Context: an optimization exercise on an open-source flow, tuned for small area, a short achievable clock period and few clock cycles per item. The choices shown serve that exercise and are no tape-out recipe. The RTL was checked by simulation tests, not by an equivalence proof against the original design.

## ifft8_stream
module ifft8_stream #(
    parameter int DW = fft_pkg::FFT_DW,
    parameter int TW = fft_pkg::FFT_TW
) (
    input  logic                 clk,
    input  logic                 rst,
    input  logic                 in_valid,
    output logic                 in_ready,
    input  logic signed [DW-1:0] in_re,
    input  logic signed [DW-1:0] in_im,
    output logic                 out_valid,
    input  logic                 out_ready,
    output logic signed [DW-1:0] out_re,
    output logic signed [DW-1:0] out_im,
    output logic                 out_last,
    output logic                 busy
);
    function automatic logic [15:0] hs(input logic [17:0] s);
        if (s[17] != s[16]) hs = s[17] ? 16'h8000 : 16'h7fff;
        else                hs = s[16:1];
    endfunction
    function automatic logic [63:0] csa(input logic [31:0] a, input logic [31:0] b,
                                        input logic [31:0] c);
        csa = {a ^ b ^ c, ((a & b) | (a & c) | (b & c)) << 1};
    endfunction
    function automatic logic [16:0] kmul(input logic [17:0] v, input logic k8191);
        logic [31:0] x, t13, t6, s1, c1, s2, c2, s3, c3, s4, c4, t;
        x   = {{14{v[17]}}, v};
        t13 = (x << 13) | 32'h1fff;
        t6  = (x << 6) | {31'd0, ~k8191};
        {s1, c1} = csa(t13, x << 11, x << 10);
        {s2, c2} = csa(x << 8, t6, x);
        {s3, c3} = csa(s1, c1, s2);
        {s4, c4} = csa(s3, c3, c2);
        t = s4 + c4;
  ...
Size: about 3500 cells after synthesis, about 72 I/O pins, ~40000 sq um of cells after synthesis.
Settings: LEC_CHECK=0, CAP_MARGIN=20, CORE_MARGIN=2, CORE_UTILIZATION=40, SLEW_MARGIN=20; clock period 14.0 ns.
standard.sh (not shown) runs the stock make flow with config.mk's settings and CLKGATE_MAP_FILE= SYNTH_SCRIPT=/design/flow/synth_recipe.tcl, a recipe that flattens the netlist after the stock synthesis.
==> flow/flow/run.sh <==
#!/bin/bash
# The standard layout with larger clock-sink clusters (fewer clock buffers);
# timing repair aims 10 ns beyond the required setup slack and works on the
# worst 5% of endpoints.
bash standard.sh SETUP_SLACK_MARGIN=10 TNS_END_PERCENT=5 CTS_CLUSTER_SIZE=25 CTS_CLUSTER_DIAMETER=150 finish > standard.log 2>&1
Testbench counts at the start, summed over its fixed seeds: cycles 4,240, frames 512.
Change:
==> flow/flow/run.sh (replaced) <==
#!/bin/bash
# The standard layout at higher utilisation and with smaller clock buffers;
# timing repair aims 10 ns beyond the required setup slack and works on the
# worst 10% of endpoints.
bash standard.sh SETUP_SLACK_MARGIN=10 TNS_END_PERCENT=10 CORE_UTILIZATION=55 \
  "CTS_BUF_LIST=sky130_fd_sc_hd__clkbuf_4 sky130_fd_sc_hd__clkbuf_8" finish > standard.log 2>&1
Outcome: The changed run produced a clean layout; clock-buffer cell count goes up by 95; final area went up by 2.3%; final cell count is lower by 3.8%; via count climbs by about 4%; area after synthesis does not change.
Change:
==> flow/flow/run.sh (replaced) <==
#!/bin/bash
# The standard layout; timing repair aims 10.5 ns beyond the required setup
# slack and works on the worst 10% of endpoints.
bash standard.sh SETUP_SLACK_MARGIN=10.5 TNS_END_PERCENT=10 finish > standard.log 2>&1
Effect: Area after synthesis is unchanged; worst setup slack loses 0.025 ns; worst hold slack hardly moves; final cell count went up by a few percent; critical path depth is unchanged; wire length falls by a few percent.

---

before:
ifft8_stream, a different RTL version from the one above (not shown whole).
For scale: roughly 3400 cells after synthesis, about 670 flip-flops.
// ifft8_stream
module ifft8_stream #(
    parameter int DW = fft_pkg::FFT_DW,
    parameter int TW = fft_pkg::FFT_TW
) (
    input  logic                 clk,
    input  logic                 rst,
    input  logic                 in_valid,
    output logic                 in_ready,
    input  logic signed [DW-1:0] in_re,
    input  logic signed [DW-1:0] in_im,
    output logic                 out_valid,
    input  logic                 out_ready,
    output logic signed [DW-1:0] out_re,
    output logic signed [DW-1:0] out_im,
    output logic                 out_last,
    output logic                 busy
);
Settings: LEC_CHECK=0, CAP_MARGIN=20, CORE_MARGIN=2, CORE_UTILIZATION=40, SLEW_MARGIN=20; clock period 14.0 ns.
==> flow/flow/run.sh <==
#!/bin/bash
# The standard layout, with timing repair aiming 7 ns beyond the required setup slack.
bash standard.sh SETUP_SLACK_MARGIN=7 finish > standard.log 2>&1
before finished end to end and its layout was clean on timing, DRC and antenna.
Testbench counts of before, summed over its fixed seeds: cycles 4,240, frames 512.
### before -> after
==> flow/flow/run.sh <==
#!/bin/bash
# The standard layout, with timing repair aiming 12 ns beyond the required setup slack.
bash standard.sh SETUP_SLACK_MARGIN=12 finish > standard.log 2>&1
### Flow results
On fmax, before loses to after.
[compare] base=before new=after: placed cell area increased by about 2.2% relative to the old numbers, worst hold slack decreased by 8.9 ps relative to the old numbers, clock latency at the later pin of the worst-skew pair closely matched the old numbers, relative slew slack decreased by 1.4 points relative to the old numbers.
In after, met3 layer wire length in the routed design is higher than in before.
Diff before -> after | clock buffer count | increase of 9.6%

---

ifft8_stream with an RTL version that a note above also has.
Size: ~670 flip-flops, about 41000 um^2 of cells after synthesis.
Settings: LEC_CHECK=0, ABC_AREA=1, CAP_MARGIN=20, CORE_MARGIN=2, CORE_UTILIZATION=40, SLEW_MARGIN=20; clock period 14.0 ns.
==> flow/flow/run.sh <==
#!/bin/bash
# The standard layout with larger clock-sink clusters (fewer clock buffers);
# timing repair aims 10.3 ns beyond the required setup slack and works on the
# worst 10% of endpoints.
bash standard.sh SETUP_SLACK_MARGIN=10.3 TNS_END_PERCENT=10 CTS_CLUSTER_SIZE=25 CTS_CLUSTER_DIAMETER=150 finish > standard.log 2>&1
Testbench counts at the start, summed over its fixed seeds: cycles 4,240, frames 512.
Then changed:
==> flow/flow/run.sh (replaced) <==
#!/bin/bash
# The standard layout with larger clock-sink clusters (fewer clock buffers);
# timing repair aims 10 ns beyond the required setup slack and works on the
# worst 10% of endpoints.
bash standard.sh SETUP_SLACK_MARGIN=10 TNS_END_PERCENT=10 CTS_CLUSTER_SIZE=25 CTS_CLUSTER_DIAMETER=150 finish > standard.log 2>&1
ABC_AREA = unset   (was 1)
After rerunning: Non-clock buffer count came out lower by 5. Worst hold slack is worse by 5.8 ps. Routed wire length falls by 17%. Global-route usage is lower by 2.6 points. Die area came out lower by 4.4%. Synthesized area shrinks by 4.5%. Design area goes down by 4.5%.
Then changed:
==> flow/flow/run.sh (replaced) <==
#!/bin/bash
# The standard layout; timing repair aims 11 ns beyond the required setup
# slack and works on the worst 5% of endpoints.
bash standard.sh SETUP_SLACK_MARGIN=11 TNS_END_PERCENT=5 finish > standard.log 2>&1
Final cell count grows by 1.8%; wire length increases by 2.8%; global-route usage went up by 0.69 points; die area is unchanged; clock skew went up by 19 ps.
Then changed:
==> flow/run.sh (new file) <==
#!/bin/bash
# synth_recipe.tcl (not shown) runs the flow's synth.tcl, then flattens the netlist and writes it again
# the make line also repeats each setting of config.mk as NAME=value (left out here)
make -C /OpenROAD-flow-scripts/flow DESIGN_CONFIG=/design/flow/config.mk WORK_HOME=/design/flow/orfs CLKGATE_MAP_FILE= SYNTH_SCRIPT=/design/flow/synth_recipe.tcl finish
CTS_CLUSTER_DIAMETER = 150   (was unset)
CTS_CLUSTER_SIZE = 25   (was unset)
removed: flow/flow/run.sh
removed: flow/standard.sh
Result:
- utilization decreases by 3.0 points
- fmax went down by about 14%
- worst setup slack gets worse by 720 ps
Then changed:
==> flow/flow/run.sh (new file) <==
#!/bin/bash
# The standard layout with larger clock-sink clusters (fewer clock buffers);
# timing repair aims 10 ns beyond the required setup slack and works on the
# worst 10% of endpoints.
bash standard.sh SETUP_SLACK_MARGIN=10 TNS_END_PERCENT=10 CTS_CLUSTER_SIZE=25 CTS_CLUSTER_DIAMETER=150 finish > standard.log 2>&1
==> flow/standard.sh (new file) <==
#!/bin/bash
# synth_recipe.tcl (not shown) runs the flow's synth.tcl, then flattens the netlist and writes it again
# the make line also repeats each setting of config.mk as NAME=value (left out here)
make -C /OpenROAD-flow-scripts/flow DESIGN_CONFIG=/design/flow/config.mk WORK_HOME=/design/flow/orfs CLKGATE_MAP_FILE= SYNTH_SCRIPT=/design/flow/synth_recipe.tcl "${@:-finish}"
ABC_AREA = 1   (was unset)
CTS_CLUSTER_DIAMETER = unset   (was 150)
CTS_CLUSTER_SIZE = unset   (was 25)
removed: flow/run.sh
Result: Non-clock buffer count rose by 51; cell area is higher by about 6%.
Then changed:
==> flow/flow/run.sh (replaced) <==
#!/bin/bash
# The standard layout; timing repair aims 10 ns beyond the required setup
# slack and works on the worst 10% of endpoints.
bash standard.sh SETUP_SLACK_MARGIN=10 TNS_END_PERCENT=10 finish > standard.log 2>&1
ABC_AREA = unset   (was 1)
The new run passed the timing, DRC and antenna checks.
Final area grows by about 0.4%.
Sequential share of layout area fell by 0.15 points.
Setup slack degrades by 140 ps.

---

willow:
Starting RTL as in the previous note.
Settings: LEC_CHECK=0, ABC_AREA=1, CAP_MARGIN=20, CORE_MARGIN=2, CORE_UTILIZATION=40, SLEW_MARGIN=20; clock period 14.0 ns.
==> flow/flow/run.sh <==
#!/bin/bash
# The standard layout with larger clock-sink clusters (fewer clock buffers);
# timing repair aims 10 ns beyond the required setup slack and works on the
# worst 20% of endpoints.
bash standard.sh SETUP_SLACK_MARGIN=10 TNS_END_PERCENT=20 CTS_CLUSTER_SIZE=25 CTS_CLUSTER_DIAMETER=150 finish > standard.log 2>&1
willow finished every step from synthesis to the final layout, and the layout passed the timing, DRC and antenna checks.
Testbench counts of willow, summed over its fixed seeds: cycles 4,240, frames 512.
## Diff of input files: lagoon against willow
Settings: clearing ABC_AREA, which used to be 1.
==> flow/flow/run.sh <==
#!/bin/bash
# The standard layout at 55% utilisation with larger clock-sink clusters
# (fewer clock buffers); timing repair aims 10 ns beyond the required setup
# slack and works on the worst 10% of endpoints.
bash standard.sh SETUP_SLACK_MARGIN=10 TNS_END_PERCENT=10 CORE_UTILIZATION=55 CTS_CLUSTER_SIZE=25 CTS_CLUSTER_DIAMETER=150 finish > standard.log 2>&1
### Flow results
Compared to willow, lagoon leaves less free space in the core. Wire length on met3 (lower): lagoon. Compared with willow, lagoon improves floorplan die area. Compare willow and lagoon | sequential share of layout area higher: lagoon. willow → lagoon: number of buffers other than clock buffers in the final layout moved up; final cell area excluding filler cells moved down; post-synth design cell area moved down. Fraction of area in multi-input gates: lagoon vs willow up 1.2 points.
Relative to lagoon, the following input files were edited for harbor:
Settings: ABC_AREA now 1, previously not set.
==> flow/flow/run.sh <==
#!/bin/bash
# The standard layout with larger clock-sink clusters (fewer clock buffers);
# timing repair aims 10 ns beyond the required setup slack and works on the
# worst 5% of endpoints.
bash standard.sh SETUP_SLACK_MARGIN=10 TNS_END_PERCENT=5 CTS_CLUSTER_SIZE=25 CTS_CLUSTER_DIAMETER=150 finish > standard.log 2>&1
[summary]
- The leading cell type in the layout, fill and taps excluded comes out sky130_fd_sc_hd__edfxtp_1 in one run and sky130_fd_sc_hd__nand2_1 in the other, namely in lagoon and harbor respectively.
- On final critical delay including setup and external delays: harbor sits below lagoon.
- Changes observed in harbor relative to lagoon: XOR/XNOR share of the synthesized area saw a decrease, sequential share of layout area moved down.
- Final cycle utilization of the critical path in harbor is 1.5 points lower than in lagoon
The inputs of sierra differ from those of harbor as listed below.
==> flow/flow/run.sh <==
#!/bin/bash
# The standard layout with larger clock-sink clusters (fewer clock buffers);
# timing repair aims 9.7 ns beyond the required setup slack and works on the
# worst 10% of endpoints.
bash standard.sh SETUP_SLACK_MARGIN=9.7 TNS_END_PERCENT=10 CTS_CLUSTER_SIZE=25 CTS_CLUSTER_DIAMETER=150 finish > standard.log 2>&1
Findings:
- Compared with harbor, sierra shows wire length of the first global-routing pass lower by about 0.4%.
- [compare] base=harbor new=sierra: wire length has remained practically unchanged, area growth from synthesis to layout decreased by 0.50 points relative to the old numbers, core utilization lost 0.20 points, depth of the worst register-to-register path went up by 1.

-- separate check: timing with driven ports --
The flow's constraints put no driver on any port. The routed layouts listed below were extracted and timed again, unchanged, in two steps.
Step 1 assumes that a clkbuf_16 drives the clock port and a buf_2 every other input.
Step 2, shift: input delay + t, output delay - t, t = (earliest + latest rising clock arrival at the registers) / 2. This alone moves slack from input paths to output paths.
a / b / c = ideal / step 1 / step 2; a / b = the first two.
| run | shift t [ns] | setup WS [ns] | worst hold slack (ns) | slew at the worst register clock pin (ns) | worst slew at a driven data input, ns |
|---|---|---|---|---|---|
| the first run of note 1 | 0.697 | 9.709 / 9.709 / 9.284 | 0.409 / 0.409 / 0.409 | 0.11 / 0.11 | 0.05 |
| the second run of note 1 | 0.785 | 9.707 / 9.707 / 9.328 | 0.406 / 0.406 / 0.406 | 0.07 / 0.07 | 0.04 |
| the third run of note 1 | 0.689 | 9.683 / 9.660 / 9.213 | 0.407 / 0.407 / 0.407 | 0.07 / 0.07 | 0.05 |
| before | 0.693 | 8.807 / 8.807 / 8.807 | 0.406 / 0.406 / 0.406 | 0.07 / 0.07 | 0.05 |
| after | 0.700 | 9.551 / 9.551 / 9.551 | 0.398 / 0.398 / 0.398 | 0.07 / 0.07 | 0.07 |
| the first run of note 3 | 0.742 | 9.933 / 9.865 / 9.373 | 0.416 / 0.416 / 0.416 | 0.11 / 0.11 | 0.04 |
| the second run of note 3 | 0.699 | 9.755 / 9.755 / 9.272 | 0.410 / 0.410 / 0.410 | 0.11 / 0.11 | 0.05 |
| the third run of note 3 | 0.690 | 9.691 / 9.660 / 9.210 | 0.406 / 0.406 / 0.406 | 0.07 / 0.07 | 0.05 |
| the fourth run of note 3 | 0.695 | 8.971 / 8.971 / 8.971 | 0.415 / 0.415 / 0.415 | 0.11 / 0.11 | 0.04 |
| the fifth run of note 3 | 0.712 | 9.933 / 9.868 / 9.346 | 0.406 / 0.406 / 0.406 | 0.11 / 0.11 | 0.05 |
| the sixth run of note 3 | 0.685 | 9.797 / 9.797 / 9.284 | 0.403 / 0.403 / 0.403 | 0.06 / 0.06 | 0.05 |
| willow | 0.715 | 9.935 / 9.870 / 9.344 | 0.407 / 0.407 / 0.407 | 0.11 / 0.11 | 0.05 |
| lagoon | 0.687 | 9.719 / 9.719 / 9.301 | 0.416 / 0.416 / 0.416 | 0.11 / 0.11 | 0.04 |
| harbor | 0.712 | 9.934 / 9.869 / 9.345 | 0.409 / 0.409 / 0.409 | 0.11 / 0.11 | 0.05 |
| sierra | 0.714 | 9.643 / 9.577 / 9.336 | 0.406 / 0.406 / 0.406 | 0.11 / 0.11 | 0.05 |
After both steps every run listed still meets setup and hold. For willow, which loses most, drivers alone change the setup slack by -0.065 ns; drivers and shift together by -0.591 ns.
